Background: an optimization exercise with open tools, aiming at small area, a short achievable clock period and few clock cycles per item. Do not read the settings as production practice. Only simulation tests tie the RTL to the original design; equivalence was not proved. Power is estimated from default activity; no workload was simulated.

Setup of job 8566:
Design playback_rate_trim_controller, start of the top module:
module playback_rate_trim_controller #(
  parameter int AVERAGE_LENGTH = 128
) (
  input  logic        clk,
  input  logic        rst,
  input  logic        in_valid,
  output logic        in_stall,
  input  logic [24:0] in_data,
  output logic        out_valid,
  input  logic        out_stall,
  output logic [34:0] out_data,
  input  logic        cfg_valid,
  output logic        cfg_ready,
  input  logic [1:0]  cfg_index,
  input  logic [15:0] cfg_data
);
  localparam int HL = AVERAGE_LENGTH - 1;
  logic [6:0]  tgt;       
  logic [7:0]  tgt2;      
  logic [8:0]  tgt3;      
  logic [15:0] fpb;       
  logic [16:0] fpb2;      
  logic [17:0] fpb3;      
  logic [7:0]  fen1, fen2, fen3;   
  logic [15:0] gain;      
  logic [15:0] gain_hi;   
  logic [16:0] gain2;     
  logic [17:0] gain3;     
  logic [17:0] g3c;
  logic [8:0]  gh1, gh2, gh3;   
  logic [6:0]  cfg_t;
  logic [17:0] f3c;
  assign cfg_t = (cfg_data[6:0] == 7'd0) ? 7'd1 : cfg_data[6:0];
  assign fpb2  = {fpb, 1'b0};
  assign tgt2  = {tgt, 1'b0};
  assign f3c   = {2'b0, fpb} + {1'b0, fpb, 1'b0};
  assign gain2 = {gain, 1'b0};
  assign g3c   = {2'b0, gain} + {1'b0, gain, 1'b0};
  always_comb begin
    gain_hi[15] = gain[15];
    for (int i = 14; i >= 0; i--) gain_hi[i] = gain_hi[i+1] | gain[i];
    for (int j = 0; j < 9; j++) begin
      gh1[j] = (18'(gain) >> (20 - 2 * j)) != 18'd0;
      gh2[j] = (18'(gain2) >> (20 - 2 * j)) != 18'd0;
      gh3[j] = (gain3 >> (20 - 2 * j)) != 18'd0;
    end
  end
  assign cfg_ready = 1'b1;
  always_ff @(posedge clk) begin
    if (rst) begin
      tgt  <= 7'd50;
      fpb  <= 16'd441;
      gain <= 16'd6554;
    end else if (cfg_valid) begin
      case (cfg_index)
        2'd0: tgt  <= cfg_t;
        2'd1: fpb  <= cfg_data;
        2'd2: gain <= cfg_data;
        default: begin
        end
      endcase
    end
  end
  always_ff @(posedge clk) begin
    tgt3 <= {2'b0, tgt} + {1'b0, tgt, 1'b0};
    fpb3 <= f3c;
    gain3 <= g3c;
    for (int s = 0; s < 8; s++) begin
      fen1[s] <= (fpb != 16'd0) && ((18'(fpb) >> (2 * s + 2)) == 18'd0);
      fen2[s] <= (fpb != 16'd0) && ((18'(fpb2) >> (2 * s + 2)) == 18'd0);
      fen3[s] <= (fpb != 16'd0) && (18'(fpb) <= ((18'd1 << (2 * s + 2)) - 18'd1) / 18'd3);
    end
  end
  ...
For scale: roughly 6400 cells after synthesis, ~2500 flip-flops, ~100000 µm² of cells after synthesis.
clock: 8.0 ns
lec_check: 0
abc_clock_period_in_ps: 3000
cap_margin: 20
core_margin: 2
core_utilization: 65
cts_cluster_diameter: 90
cts_cluster_size: 28
place_density: 0.8
setup_slack_margin: 4.7
slew_margin: 20
run.sh (not shown) runs the stock make flow with config.mk's settings and CLKGATE_MAP_FILE= SYNTH_SCRIPT=/design/flow/synth_recipe.tcl, a recipe that flattens the netlist after the stock synthesis.
Testbench counts of job 8566, summed over its fixed seeds: cycles 2,200, items 2,048.
Changes in job 1653 relative to job 8566:
Settings: changing SETUP_SLACK_MARGIN from 4.7 to 4.6; changing PLACE_DENSITY from 0.8 to 0.85; changing CORE_UTILIZATION from 65 to 70.
Results
- Between job 1653 and job 8566, the first-pass GRT wire length is higher for job 1653.
- Changes observed in job 1653 relative to job 8566: maximum fanout count along the critical path lost 5; setup slack of the most critical reg-to-reg path decreased by 50 ps relative to the old numbers.
- Across both runs, non-clock buffer share of cell area was lower for job 1653 than for job 8566.
- Job 1653 vs job 8566, termination of the worst setup path: big_s11 vs rem_s2[3]
- Via count: job 1653 and job 8566 compared, higher one is job 1653
- Taking job 8566 as the reference, in job 1653 number of tap cells added at floorplan lost about 7%; number of setup buffers added after CTS lost 46%; met3 usage in global routing picked up an extra 0.91 points; combinational cell fraction of total power picked up an extra 0.3 points.
- Lower number of global-route vias before repair goes to job 8566 over job 1653.
- The area of combinational cells with multiple inputs in job 1653 was lower than what job 8566 gave.

========
== job 101 ==
playback_rate_trim_controller again, from the RTL that the note above started with.
export LEC_CHECK = 0
export ABC_CLOCK_PERIOD_IN_PS = 3000
export CAP_MARGIN = 20
export CORE_MARGIN = 2
export CORE_UTILIZATION = 60
export CTS_CLUSTER_DIAMETER = 80
export CTS_CLUSTER_SIZE = 24
export PLACE_DENSITY = 0.75
export SETUP_SLACK_MARGIN = 4.6
export SLEW_MARGIN = 20
export TNS_END_PERCENT = 30
create_clock -name core_clock -period 8.0 [get_ports {clk}]
Testbench counts of job 101, summed over its fixed seeds: cycles 2,200, items 2,048.
Relative to job 101, the following input files were edited for job 102:
# job 101
export LEC_CHECK = 0
export ABC_CLOCK_PERIOD_IN_PS = 3000
export CAP_MARGIN = 20
export CORE_MARGIN = 2
export CORE_UTILIZATION = 60
export CTS_CLUSTER_DIAMETER = 80
export CTS_CLUSTER_SIZE = 24
export PLACE_DENSITY = 0.75
export SETUP_SLACK_MARGIN = 4.6
export SLEW_MARGIN = 20
export TNS_END_PERCENT = 30
create_clock -name core_clock -period 8.0 [get_ports {clk}]
# job 102
export LEC_CHECK = 0
export ABC_CLOCK_PERIOD_IN_PS = 3000
export CAP_MARGIN = 20
export CORE_MARGIN = 2
export CORE_UTILIZATION = 60
export CTS_CLUSTER_DIAMETER = 80
export CTS_CLUSTER_SIZE = 24
export PLACE_DENSITY = 0.75
export SETUP_SLACK_MARGIN = 4.6
export SLEW_MARGIN = 20
create_clock -name core_clock -period 8.0 [get_ports {clk}]
Results
Proportion of layout cells with a drive suffix above 1, job 101 and job 102: larger value in job 102
Compared with job 101, in job 102 register-to-register slack shows an increase of 0.08 ns; final setup slack of the worst path shows an increase of 0.078 ns; number of global-route vias before repair shows no meaningful change; part of the power in combinational logic shows an increase of 0.2 points.
Fraction of power consumed by sequential logic across job 101 and job 102: no real change.
Going from job 101 to job 102, the layout-stage area growth over the synthesis result was found to have gone up by 0.26 points.
Between job 102 and job 101, the global-route wire length before repair does not differ in any meaningful way.
In the metrics for job 101 and job 102, the one carrying the higher tightest slew margin relative to the limit is job 101.
Relative to job 101, transition time at the pin with the least slew margin has increased by 0.023 ns in job 102.

-- separate check: timing with driven ports --
The results above use ideal ports. As a check the final layouts listed here were re-extracted and re-timed, cells and wires unchanged.
Step 1: set_driving_cell puts a clkbuf_16 on clk and a buf_2 on each other input, an assumption about the parent block.
Step 2 also shifts input and output timing later by t, the mid clock arrival at the registers, as if the neighbouring blocks saw the same clock.
Three values: ideal ports, drivers, drivers and shift; two values: the first two.
run	shift t [ns]	slack for setup (ns)	worst hold slack (ns)	clock arrival spread, ns	slew at the worst register clock pin (ns)
job 8566	0.859	4.601 / 4.601 / 4.496	0.403 / 0.403 / 0.403	0.045 / 0.045	0.12 / 0.12
job 1653	0.839	4.550 / 4.550 / 4.543	0.398 / 0.398 / 0.398	0.042 / 0.041	0.12 / 0.12
job 101	0.879	4.557 / 4.522 / 4.557	0.406 / 0.406 / 0.406	0.044 / 0.044	0.10 / 0.10
job 102	0.879	4.635 / 4.592 / 4.560	0.405 / 0.405 / 0.405	0.046 / 0.046	0.10 / 0.10
After both steps setup and hold are still met in every run listed. For job 8566, which loses most, drivers alone change the setup slack by 0.000 ns; drivers and shift together by -0.105 ns.
